From an optimization exercise on the open Yosys and OpenROAD flow, aimed at small area; shortcuts taken in it are not production practice. The RTL was checked by simulation tests, not by an equivalence proof against the original design.

==> flow/run.sh <==
#!/bin/bash
# synth_recipe.tcl (not shown) runs the flow's synth.tcl, then flattens the netlist and writes it again
# the make line also repeats each setting of config.mk as NAME=value (left out here)
make -C /OpenROAD-flow-scripts/flow DESIGN_CONFIG=/design/flow/config.mk WORK_HOME=/design/flow/orfs CLKGATE_MAP_FILE= SYNTH_SCRIPT=/design/flow/synth_recipe.tcl finish
==> flow/config.mk <==
export PLATFORM = sky130hd
export DESIGN_NAME = ds_block_top
export DESIGN_NICKNAME = ds_block_top
export VERILOG_FILES = /design/flow/design.v
export SDC_FILE = /design/flow/constraint.sdc
export NUM_CORES = 4
export LEC_CHECK = 0
export CAP_MARGIN = 20
export CORE_MARGIN = 2
export CORE_UTILIZATION = 40
export SLEW_MARGIN = 20
==> flow/constraint.sdc <==
create_clock -name core_clock -period 8.0 [get_ports {clk}]
set_input_delay 1.6000 -clock core_clock [delete_from_list [all_inputs] [get_ports {clk}]]
set_output_delay 1.6000 -clock core_clock [all_outputs]
set_load 0.01 [all_outputs]
==> flow/design.v <==
`default_nettype none
package ds_pkg;
    localparam int ACT_W = 16;
    localparam int NCH   = 2;
    localparam int NOUT  = 4;
    localparam int IMG_W = 6;
    localparam int IMG_H = 5;
endpackage
`default_nettype wire
`timescale 1ns/1ps
`default_nettype none
module dw_conv (
    input  wire signed [15:0] a14, a13, a12, a8, a7, a6, a2, a1, a0,
    input  wire signed [15:0] b14, b13, b12, b8, b7, b6, b2, b1, b0,
    output logic       [14:0] d0,
    output logic       [14:0] d1
);
    logic signed [21:0] s0;
    logic signed [21:0] s1;
    assign s0 = 22'sd7 * (a12 - a14) - a8 + 22'sd6 * a7 - 22'sd2 * a6
              + 22'sd5 * a2 - 22'sd3 * a1 + 22'sd4 * a0;
    assign s1 = -22'sd4 * b14 + 22'sd3 * b13 - 22'sd5 * b12 + 22'sd2 * b8
              - 22'sd6 * b7 + b6 + 22'sd7 * (b0 - b2);
    assign d0 = s0[21] ? 15'd0 : s0[20:6];
    assign d1 = s1[21] ? 15'd0 : s1[20:6];
endmodule
`default_nettype wire
`timescale 1ns/1ps
`default_nettype none
module pw_conv (
    input  wire [14:0] d0,
    input  wire [14:0] d1,
    output logic [63:0] act
);
    logic signed [16:0] t;       
    logic signed [18:0] s0;
    logic signed [17:0] s1;
    logic signed [18:0] s2;
    logic signed [17:0] s3;
    assign t  = $signed({2'b00, d1}) - $signed({2'b00, d0});
    assign s0 = 19'sd4 * t - $signed({3'b000, d0, 1'b0});
    assign s1 = -t - $signed({3'b000, d1});
    assign s2 = 19'sd5 * t;
    assign s3 = $signed({3'b000, d0}) - t;
    always_comb begin
        act = '0;
        act[10:0]  = s0[18] ? 11'd0 : s0[16:6];
        act[24:16] = s1[17] ? 9'd0  : s1[14:6];
        act[42:32] = s2[18] ? 11'd0 : s2[16:6];
        act[57:48] = s3[17] ? 10'd0 : s3[15:6];
    end
endmodule
`default_nettype wire
`timescale 1ns/1ps
`default_nettype none
module ds_block_top #(
    parameter int IMG_W  = 6,
    parameter int IMG_H  = 5,
    parameter int STRIDE = 1
) (
    input  wire                                    clk,
    input  wire                                    rstn,
    input  wire                                    in_valid,
    input  wire  [ds_pkg::NCH*ds_pkg::ACT_W-1:0]   in_pix,
    output logic                                   out_valid,
    output logic [ds_pkg::NOUT*ds_pkg::ACT_W-1:0]  out_pix
);
    logic [2:0]  col;
    logic [2:0]  row;
    logic        drain;
    logic        adv;
    logic        last;
    logic        emit;
    logic        pad_l, pad_r, pad_t, pad_b;
    logic [31:0] sr [1:14];
    logic [31:0] p0;
    logic [14:0] d0_q, d1_q;
    logic [14:0] d0, d1;
    assign drain = (row == 3'd5) || (row == 3'd6);
    assign adv   = in_valid || drain;
    assign last  = (row == 3'd6);
    assign emit  = adv && (row != 3'd0) && !(row == 3'd1 && col == 3'd0);
    assign pad_l = (col == 3'd1);
    assign pad_r = (col == 3'd0);
    assign pad_t = (col == 3'd0) ? (row == 3'd2) : (row == 3'd1);
    assign pad_b = (col == 3'd0) ? (row == 3'd6) : (row == 3'd5);
    always_ff @(posedge clk or negedge rstn) begin
        if (!rstn) begin
            col <= '0;
            row <= '0;
        end else if (adv) begin
            if (last) begin
                col <= '0;
                row <= '0;
            end else if (col == 3'd5) begin
                col <= '0;
                row <= row + 3'd1;
            end else begin
                col <= col + 3'd1;
            end
        end
    end
    always_ff @(posedge clk) begin
        if (adv) begin
            sr[1] <= in_pix;
            for (int i = 2; i <= 14; i++) sr[i] <= sr[i-1];
        end
    end
    assign p0 = in_pix;
    dw_conv u_dw (
        .a14 ((pad_t || pad_l) ? 16'sd0 : $signed(sr[14][15:0])),
        .a13 (16'sd0),
        .a12 ((pad_t || pad_r) ? 16'sd0 : $signed(sr[12][15:0])),
        .a8  (pad_l ? 16'sd0 : $signed(sr[8][15:0])),
        .a7  ($signed(sr[7][15:0])),
        .a6  (pad_r ? 16'sd0 : $signed(sr[6][15:0])),
        .a2  ((pad_b || pad_l) ? 16'sd0 : $signed(sr[2][15:0])),
        .a1  (pad_b ? 16'sd0 : $signed(sr[1][15:0])),
        .a0  ((pad_b || pad_r) ? 16'sd0 : $signed(p0[15:0])),
        .b14 ((pad_t || pad_l) ? 16'sd0 : $signed(sr[14][31:16])),
        .b13 (pad_t ? 16'sd0 : $signed(sr[13][31:16])),
        .b12 ((pad_t || pad_r) ? 16'sd0 : $signed(sr[12][31:16])),
        .b8  (pad_l ? 16'sd0 : $signed(sr[8][31:16])),
        .b7  ($signed(sr[7][31:16])),
        .b6  (pad_r ? 16'sd0 : $signed(sr[6][31:16])),
        .b2  ((pad_b || pad_l) ? 16'sd0 : $signed(sr[2][31:16])),
        .b1  (16'sd0),
        .b0  ((pad_b || pad_r) ? 16'sd0 : $signed(p0[31:16])),
        .d0  (d0),
        .d1  (d1)
    );
    always_ff @(posedge clk) begin
        d0_q <= d0;
        d1_q <= d1;
    end
    always_ff @(posedge clk or negedge rstn) begin
        if (!rstn) out_valid <= 1'b0;
        else       out_valid <= emit;
    end
    pw_conv u_pw (
        .d0  (d0_q),
        .d1  (d1_q),
        .act (out_pix)
    );
endmodule
`default_nettype wire
==> results.toml <==
[sta]
finalSetupViolCount = 15
fin_ws_ps = -244.2
skew_ps = 15.58
rsz0062_at_grt = "true"
slew_viol_final = 0
fmax_ghz = 0.1213
period_share = 1.031
slew_headroom = 0.3347
hold_viol_final = 0
worst_slew_pin_slew_ps = 997.9
fin_crit_ps = 8244

[yosys]
synth.avg_cell_area_um2 = 11.74
yosysWarnings = 3
ys_types = 76
ys_seq_area_frac = 0.4146
ys.flop_type = "edfxtp_1"
syn_inst = 2922
synthArstFlopShare = 0.01443
synth_area_mm2 = 0.03432
synth-edff-count = 448
synth-seq-cells = 485

[critical_path]
cp.arrival_ps = 8730
startpoint_type = "register"
path_class = "register to register"
critPathSlowestCell = "fa_1"
worstSetupEndpointType = "register"
path_max_fanout = 7
slowest_delay_ps = 550
cp.required_ps = 8490

[hold_path]
hold_class = "register to register"

[global_routing]
gr-usage-all-layers = 0.1718
grt_antenna_before_repair = 2
grt_pass1_wl_mm = 121.2
grt_max_degree = 174
grt_pass1_vias = 23590
grt_overflow_total = 0

[die]
fp.dieArea_mm2 = 0.08815
io_pins = 100
die_w_um = 296.9
start_util = 0.4030
die_height_um = 296.9
rows = 107
coreArea_mm2 = 0.08515

[layout]
instances_no_fill = 4609
fin_util = 0.5026
layout.nets = 4103
fillers = 7646
drive_above_1_share = 0.2128
regArea_mm2 = 0.01423
multi_input_area_mm2 = 0.01981
area_growth_pct = 24.70

[run_status]
violations = "negative setup slack"
status = "complete, but fails checks"

[clock_network]
tritoncts = "done"
cts_buffers = 55
insertion_delay_ps = 620
cts_hold_buf = 0
cts.sinks = 485
htree_levels = 2
cts.reportedPaths.clkPinSlew_ps = 60
root_buffer = "clkbuf_16"
clockBufferDepth = 3

[placed_design]
globalplace.congestion = 0.8591
port_buffers = 76
place_ws_ps = -953.1
dp_hpwl_mm = 58.61
dp_cells = 4455

[routing]
vias_per_cell = 4.857
drc = 0
vias = 22380
wl_per_cell_um = 16.39
drt_iter0_markers = 1129
drt_pass1_iterations = 5
ant_nets = 0
wirelength_mm = 75.55

[flow_run]
maxCapViolations = 0
[cells by family (layout without fill, tap and decap cells)]
logic type      Yosys count  in the layout  synth area share
xor+xnor                218            218           0.05662
flops                   485            485            0.4146
other cells               1             24         0.0001093
simple gates            714            714            0.1039
compound gates          395            395           0.07667
buf+inv                 452            972           0.05236
mux                       3              3         0.0008751
fa+ha+maj               654            654            0.2949
[critical path: cells and delay by family, from the launching register on]
| kind | cells | cell delay, ps |
|---|---|---|
| flip-flops | 1 | 410 |
| adder cells (fa/ha/maj) | 9 | 3490 |
| AND/OR/NAND/NOR | 8 | 1170 |
| buffers and inverters | 6 | 690 |
| XOR/XNOR | 4 | 930 |
| AO/OA/AOI/OAI | 8 | 1410 |
[flip-flops by register name (all words and copies together) (netlist names)]
signal	flops
sr	448
d0_q	15
d1_q	15
col	3
row	3
out_valid	1
[cell type report]
cell class	count	area share
diodes	1	0.00005848
clock buffers	65	0.03403
repair buffers	476	0.09198
clock inverters	39	0.01070
well taps	1144	0.03345
inverters	392	0.03438
flip-flops and latches	485	0.3325
multi-input cells	2007	0.4629
[cells in the final DEF, fill, tap and decap left out, drive strengths merged, types with 15 or more instances in the layout]
cell type | Yosys | layout
edfxtp | 448 | 448
buf | 29 | 399
inv | 392 | 395
ha | 392 | 392
fa | 259 | 259
nand2 | 179 | 179
nor2 | 149 | 149
xnor2 | 147 | 147
a21oi | 113 | 113
and2 | 111 | 111
clkdlybuf4s50 | 0 | 73
xor2 | 70 | 70
clkbuf | 31 | 66
o21ai | 64 | 64
nor3 | 59 | 59
nand3 | 46 | 46
nor2b | 46 | 46
a21o | 40 | 40
o21a | 37 | 37
and3 | 31 | 31
dfxtp | 30 | 30
nand2b | 28 | 28
conb | 1 | 23
clkinv | 0 | 22
or3 | 21 | 21
a31oi | 17 | 17
or2 | 15 | 15
a211oi | 15 | 15
[path summary, 6_finish.rpt]
check	cells past startpoint	end	slack, ps	start
setup / recovery	35	d1_q[11]$_SDFF_PP0_	-240	col[2]$_DFFE_PN0P_
hold / removal	0	sr[4][1]$_DFFE_PP_	410	sr[3][1]$_DFFE_PP_
setup reg to reg	35	d1_q[11]$_SDFF_PP0_	-240	col[2]$_DFFE_PN0P_
hold reg to reg	0	sr[4][1]$_DFFE_PP_	410	sr[3][1]$_DFFE_PP_
max in group asynchronous	1	col[2]$_DFFE_PN0P_	6490	rstn
min in group asynchronous	1	out_valid$_DFF_PN0_	1260	rstn
[stage by stage]
step                hold WS, ps  instance area (um2)  setup TNS, ps
floorplan                 400.3                34560              0
CTS                       415.8                41710          -3101
detailed placement        404.5                39120         -22610
global route              418.0                42790         -12890
finish                    413.2                42790          -3289
global placement          400.3                39120         -20050
[cell usage after synthesis, types with 21 or more instances]
cell / n / area (um2)
a21o_1: 40 / 300.3
a21oi_1: 113 / 565.5
and2_1: 110 / 688.2
and3_1: 31 / 193.9
buf_4: 23 / 172.7
clkbuf_1: 30 / 112.6
dfxtp_1: 30 / 600.6
edfxtp_1: 448 / 13450
fa_1: 259 / 5185
ha_1: 392 / 4905
inv_1: 392 / 1471
nand2_1: 179 / 671.9
nand2b_1: 28 / 175.2
nand3_1: 46 / 230.2
nor2_1: 149 / 559.3
nor2b_1: 46 / 287.8
nor3_1: 59 / 295.3
o21a_1: 37 / 277.8
o21ai_0: 62 / 310.3
or3_1: 21 / 131.4
xnor2_1: 146 / 1279
xor2_1: 70 / 613.1
[routing by layer]
metal  global-route usage  part of all wire  up-vias
met5                    0                 0        -
met4              0.04101             0.021        0
met3              0.02026             0.032      103
met2               0.2975              0.49      297
met1               0.2300              0.46    10980
li1                     -                 -    11000
[timing repair]
item,4_1_cts,5_1_grt
cloned,0,1
setup endpoints to repair,30,50
pin swaps,81,156
resized for setup,113,166
setup buffers,27,28

-- separate check: timing with driven ports --
In the flow no input, the clock included, has a driving cell. The finished layout below was timed again as built, in two steps. Step 1 sets driving cells, clkbuf_16 on the clock port and buf_2 on the other inputs (assumed; they add their load-dependent delay and slew). Step 2 adds t to the input delays and takes it off the output delays; t is the mean of the earliest and latest rising clock arrival at the registers after step 1. Input paths then give back, and output paths get back, about the clock's delay inside the block. a / b / c = ideal / step 1 / step 2; a / b = the first two.
t (ns): 0.674
setup slack, ns: -0.244 / -0.244 / -0.817
latest minus earliest clock arrival (ns): 0.024 / 0.024
worst data-port slew with drivers (ns): 0.08
cell pins on the clock port's net: 1
The setup slack of this run moves by 0.000 ns with the drivers and by -0.573 ns with both steps.
